From an optimization exercise on the open Yosys and OpenROAD flow, aimed at small area, a short achievable clock period and few clock cycles per item; shortcuts taken in it are not production practice.
Function was checked by simulation only, so behaviour that the tests miss may differ from the original.
No activity file was given, so power comes from the tool's default toggle rates.

Design jet_region_cut, start of the top module:
module jet_region_cut (
  input  logic        clk,
  input  logic        rst_n,
  input  logic        in_valid,
  output logic        in_ready,
  input  logic [56:0] in_data,
  output logic        out_valid,
  input  logic        out_ready,
  output logic [21:0] out_data,
  input  logic        psel,
  input  logic        penable,
  input  logic        pwrite,
  input  logic [5:0]  paddr,
  input  logic [63:0] pwdata,
  output logic [63:0] prdata,
  output logic        pready
);
Size in the first run: roughly 4100 cells after synthesis, roughly 340 flip-flops.
Settings: LEC_CHECK=0, ABC_AREA=1, CAP_MARGIN=20, CORE_MARGIN=2, CORE_UTILIZATION=40, CTS_BUF_LIST=sky130_fd_sc_hd__clkbuf_8, CTS_CLUSTER_SIZE=30, SLEW_MARGIN=20; clock period 12.5 ns.
standard.sh (not shown) runs the stock make flow with config.mk's settings and CLKGATE_MAP_FILE= SYNTH_SCRIPT=/design/flow/synth_recipe.tcl, a recipe that flattens the netlist after the stock synthesis.
==> flow/flow/run.sh <==
#!/bin/bash
# The standard layout (standard.sh: the standard synthesis, floorplan, placement,
# CTS, routing and finish) with two changes:
#  - ORFS's timing repair aims 6 ns under the clock period, not at most 5 ns;
#  - every input and output port still gets its own buffer (buffer_ports), but the
#    buffer is sky130_fd_sc_hd__buf_1 instead of the clkdlybuf4s50_1 it picks itself.
# The full make output goes to standard_flow.log here; ORFS's own logs are under orfs/logs.
set -euo pipefail
bash standard.sh SETUP_SLACK_MARGIN=6 "BUFFER_PORTS_ARGS=-buffer_cell sky130_fd_sc_hd__buf_1" finish > standard_flow.log 2>&1
Testbench counts at the start, summed over its fixed seeds: cycles 9,448, items 7,756.
Edit:
==> flow/flow/run.sh (replaced) <==
#!/bin/bash
set -euo pipefail
bash standard.sh SETUP_SLACK_MARGIN=6 finish > standard_flow.log 2>&1
CTS_BUF_LIST = default   (was sky130_fd_sc_hd__clkbuf_8)
CTS_CLUSTER_SIZE = default   (was 30)
Outcome: The changed run completed without violations; wire length rose by 0.31%; clock skew is about the same; total power rose by 1.2%; count of clock-buffer cells in the layout decreases by 19; worst setup slack gains 0.065 ns; sequential power barely changes.
Edit:
==> flow/flow/run.sh (replaced) <==
#!/bin/bash
set -euo pipefail
bash standard.sh SETUP_SLACK_MARGIN=7 finish > standard_flow.log 2>&1
The new run finished with timing, DRC and antenna clean. Clock power goes down by about 6%. Wire length goes up by about 14%. Hold slack barely changes. Setup slack gets better by 0.11 ns. Via count goes up by 7.4%. Power goes up by about 4%.
Edit:
==> flow/flow/run.sh (replaced) <==
#!/bin/bash
# The standard layout (standard.sh: the standard synthesis, floorplan, placement,
# CTS, routing and finish) with two changes:
#  - ORFS's timing repair aims 6.3 ns under the clock period, not at most 5 ns;
#  - the buffers ABC put in the synthesized netlist are removed at floorplan
#    (REMOVE_ABC_BUFFERS=1), leaving buffering to the resizer;
#  - every input and output port still gets its own buffer (buffer_ports), but the
#    buffer is sky130_fd_sc_hd__buf_2 instead of the clkdlybuf4s50_1 it picks itself.
# The full make output goes to standard_flow.log here; ORFS's own logs are under orfs/logs.
set -euo pipefail
bash standard.sh SETUP_SLACK_MARGIN=6.3 REMOVE_ABC_BUFFERS=1 "BUFFER_PORTS_ARGS=-buffer_cell sky130_fd_sc_hd__buf_2" finish > standard_flow.log 2>&1
CTS_BUF_LIST = sky130_fd_sc_hd__clkbuf_8   (was default)
CTS_CLUSTER_SIZE = 30   (was default)
Final area went down by 9.6%.
Total power went down by 0.42%.
Sequential cell count does not change.
Wire length is lower by 10%.
Synthesized area is unchanged.
Utilization is lower by 5.5 points.
Global-route usage goes down by 3.3 points.
Count of clock-buffer cells in the layout climbs by 35.

---

Starting RTL as in the previous note.
clock: 12.5 ns
lec_check: 0
abc_area: 1
cap_margin: 20
core_margin: 2
core_utilization: 40
cts_buf_list: sky130_fd_sc_hd__clkbuf_8
cts_cluster_size: 30
slew_margin: 20
==> flow/flow/run.sh <==
#!/bin/bash
# The standard layout (standard.sh: the standard synthesis, floorplan, placement,
# CTS, routing and finish) with two changes:
#  - ORFS's timing repair aims 6 ns under the clock period, not at most 5 ns;
#  - every input and output port still gets its own buffer (buffer_ports), but the
#    buffer is sky130_fd_sc_hd__buf_2 instead of the clkdlybuf4s50_1 it picks itself.
# The full make output goes to standard_flow.log here; ORFS's own logs are under orfs/logs.
set -euo pipefail
bash standard.sh SETUP_SLACK_MARGIN=6 REMOVE_ABC_BUFFERS=1 "BUFFER_PORTS_ARGS=-buffer_cell sky130_fd_sc_hd__buf_2" finish > standard_flow.log 2>&1
The first run ran to the end with no violations.
Testbench counts at the start, summed over its fixed seeds: cycles 9,448, items 7,756.
Edit:
==> flow/flow/run.sh (replaced) <==
#!/bin/bash
set -euo pipefail
bash standard.sh SETUP_SLACK_MARGIN=6 finish > standard_flow.log 2>&1
Settings changed: CORE_UTILIZATION 40 to 55, CTS_BUF_LIST sky130_fd_sc_hd__clkbuf_8 to default, CTS_CLUSTER_SIZE 30 to default.
=> Fmax stays flat. Via count climbs by 2.1%. Hold slack hardly moves. Routed wire length falls by 0.53%. Area after synthesis does not change. Clock skew came out lower by 7.4 ps. Sequential cell count is unchanged.

---

Starting RTL as in the previous note.
Design jet_region_cut, start of the top module:
module jet_region_cut (
  input  logic        clk,
  input  logic        rst_n,
  input  logic        in_valid,
  output logic        in_ready,
  input  logic [56:0] in_data,
  output logic        out_valid,
  input  logic        out_ready,
  output logic [21:0] out_data,
  input  logic        psel,
  input  logic        penable,
  input  logic        pwrite,
  input  logic [5:0]  paddr,
  input  logic [63:0] pwdata,
  output logic [63:0] prdata,
  output logic        pready
);
  jrc_pkg::jrc_in_t  in_s;
  jrc_pkg::jrc_out_t out_s;
  assign in_s     = in_data;
  assign out_data = out_s;
  fuzzy_jet_region_cut_unit u_unit (
    .clk       (clk),
    .rst_n     (rst_n),
    .in_valid  (in_valid),
    .in_ready  (in_ready),
    .in_data   (in_s),
    .out_valid (out_valid),
    .out_ready (out_ready),
    .out_data  (out_s),
    .psel      (psel),
    .penable   (penable),
    .pwrite    (pwrite),
    .paddr     (paddr),
    .pwdata    (pwdata),
    .prdata    (prdata),
    .pready    (pready)
  );
endmodule
Settings: LEC_CHECK=0, ABC_AREA=1, CAP_MARGIN=20, CORE_MARGIN=2, CORE_UTILIZATION=40, CTS_BUF_LIST=sky130_fd_sc_hd__clkbuf_8, CTS_CLUSTER_SIZE=30, SLEW_MARGIN=20; clock period 12.5 ns.
==> flow/flow/run.sh <==
#!/bin/bash
# The standard layout (standard.sh: the standard synthesis, floorplan, placement,
# CTS, routing and finish) with two changes:
#  - ORFS's timing repair aims 6 ns under the clock period, not at most 5 ns;
#  - the buffers ABC put in the synthesized netlist are removed at floorplan
#    (REMOVE_ABC_BUFFERS=1), leaving buffering to the resizer;
#  - every input and output port still gets its own buffer (buffer_ports), but the
#    buffer is sky130_fd_sc_hd__buf_2 instead of the clkdlybuf4s50_1 it picks itself.
# The full make output goes to standard_flow.log here; ORFS's own logs are under orfs/logs.
set -euo pipefail
bash standard.sh SETUP_SLACK_MARGIN=6 REMOVE_ABC_BUFFERS=1 "BUFFER_PORTS_ARGS=-buffer_cell sky130_fd_sc_hd__buf_2" finish > standard_flow.log 2>&1
The first run completed with no timing, DRC or antenna violations.
Testbench counts at the start, summed over its fixed seeds: cycles 9,448, items 7,756.
Next try:
==> flow/flow/run.sh (replaced) <==
#!/bin/bash
# The standard layout (standard.sh: the standard synthesis, floorplan, placement,
# CTS, routing and finish) with two changes:
#  - ORFS's timing repair aims 6 ns under the clock period, not at most 5 ns;
#  - every input and output port still gets its own buffer (buffer_ports), but the
#    buffer is sky130_fd_sc_hd__buf_2 instead of the clkdlybuf4s50_1 it picks itself.
# The full make output goes to standard_flow.log here; ORFS's own logs are under orfs/logs.
set -euo pipefail
bash standard.sh SETUP_SLACK_MARGIN=6 "BUFFER_PORTS_ARGS=-buffer_cell sky130_fd_sc_hd__buf_2" finish > standard_flow.log 2>&1
After rerunning: The new run passed the timing, DRC and antenna checks. Die area stays the same. Clock skew decreases by 0.0067 ns. Worst setup slack loses 0.010 ns. Routed wire length is higher by 2.2%. Synthesized cell count does not change. Flip-flop and latch count stays the same.
Next try:
==> flow/flow/run.sh (replaced) <==
#!/bin/bash
set -euo pipefail
bash standard.sh SETUP_SLACK_MARGIN=6 finish > standard_flow.log 2>&1
After rerunning: The changed run completed without violations; total power stays flat; clock-buffer cell count stays the same; via count went down by 0.36%; wire length fell by 1.2%; global-route usage goes up by 0.39 points; non-clock buffer count went down by 15; setup slack loses 0.016 ns; clock skew decreases by 0.0083 ns; die area stays the same; area after synthesis stays the same.

-- static timing again, ports no longer ideal --
Ports are ideal in the flow. The routed layouts listed here were re-timed in OpenROAD.
Step 1 assumes that a clkbuf_16 drives the clock port and a buf_2 every other input.
Step 2 times the ports against the registers' clock, not the clock port: input delays grow and output delays shrink by t, the midpoint of the rising clock arrivals with the driver on.
Three values: no drivers, after step 1, after step 2; two values: the first two.
run | shift t [ns] | setup slack, ns | latest minus earliest clock arrival (ns) | pins driven straight from the clock port
the first run of note 1 | 0.726 | 5.901 / 5.841 / 5.841 | 0.054 / 0.055 | 1
the second run of note 1 | 0.673 | 5.966 / 5.934 / 5.934 | 0.058 / 0.057 | 1
the third run of note 1 | 0.646 | 6.072 / 6.048 / 6.048 | 0.012 / 0.012 | 1
the fourth run of note 1 | 0.728 | 6.061 / 6.014 / 6.014 | 0.071 / 0.071 | 1
the first run of note 2 | 0.724 | 5.972 / 5.903 / 5.903 | 0.066 / 0.065 | 1
the second run of note 2 | 0.667 | 5.972 / 5.945 / 5.945 | 0.060 / 0.059 | 1
the first run of note 3 | 0.724 | 5.972 / 5.903 / 5.903 | 0.066 / 0.065 | 1
the second run of note 3 | 0.774 | 5.962 / 5.924 / 5.924 | 0.059 / 0.059 | 1
the third run of note 3 | 0.742 | 5.946 / 5.923 / 5.888 | 0.051 / 0.051 | 1
After both steps setup and hold are still met in every run listed.
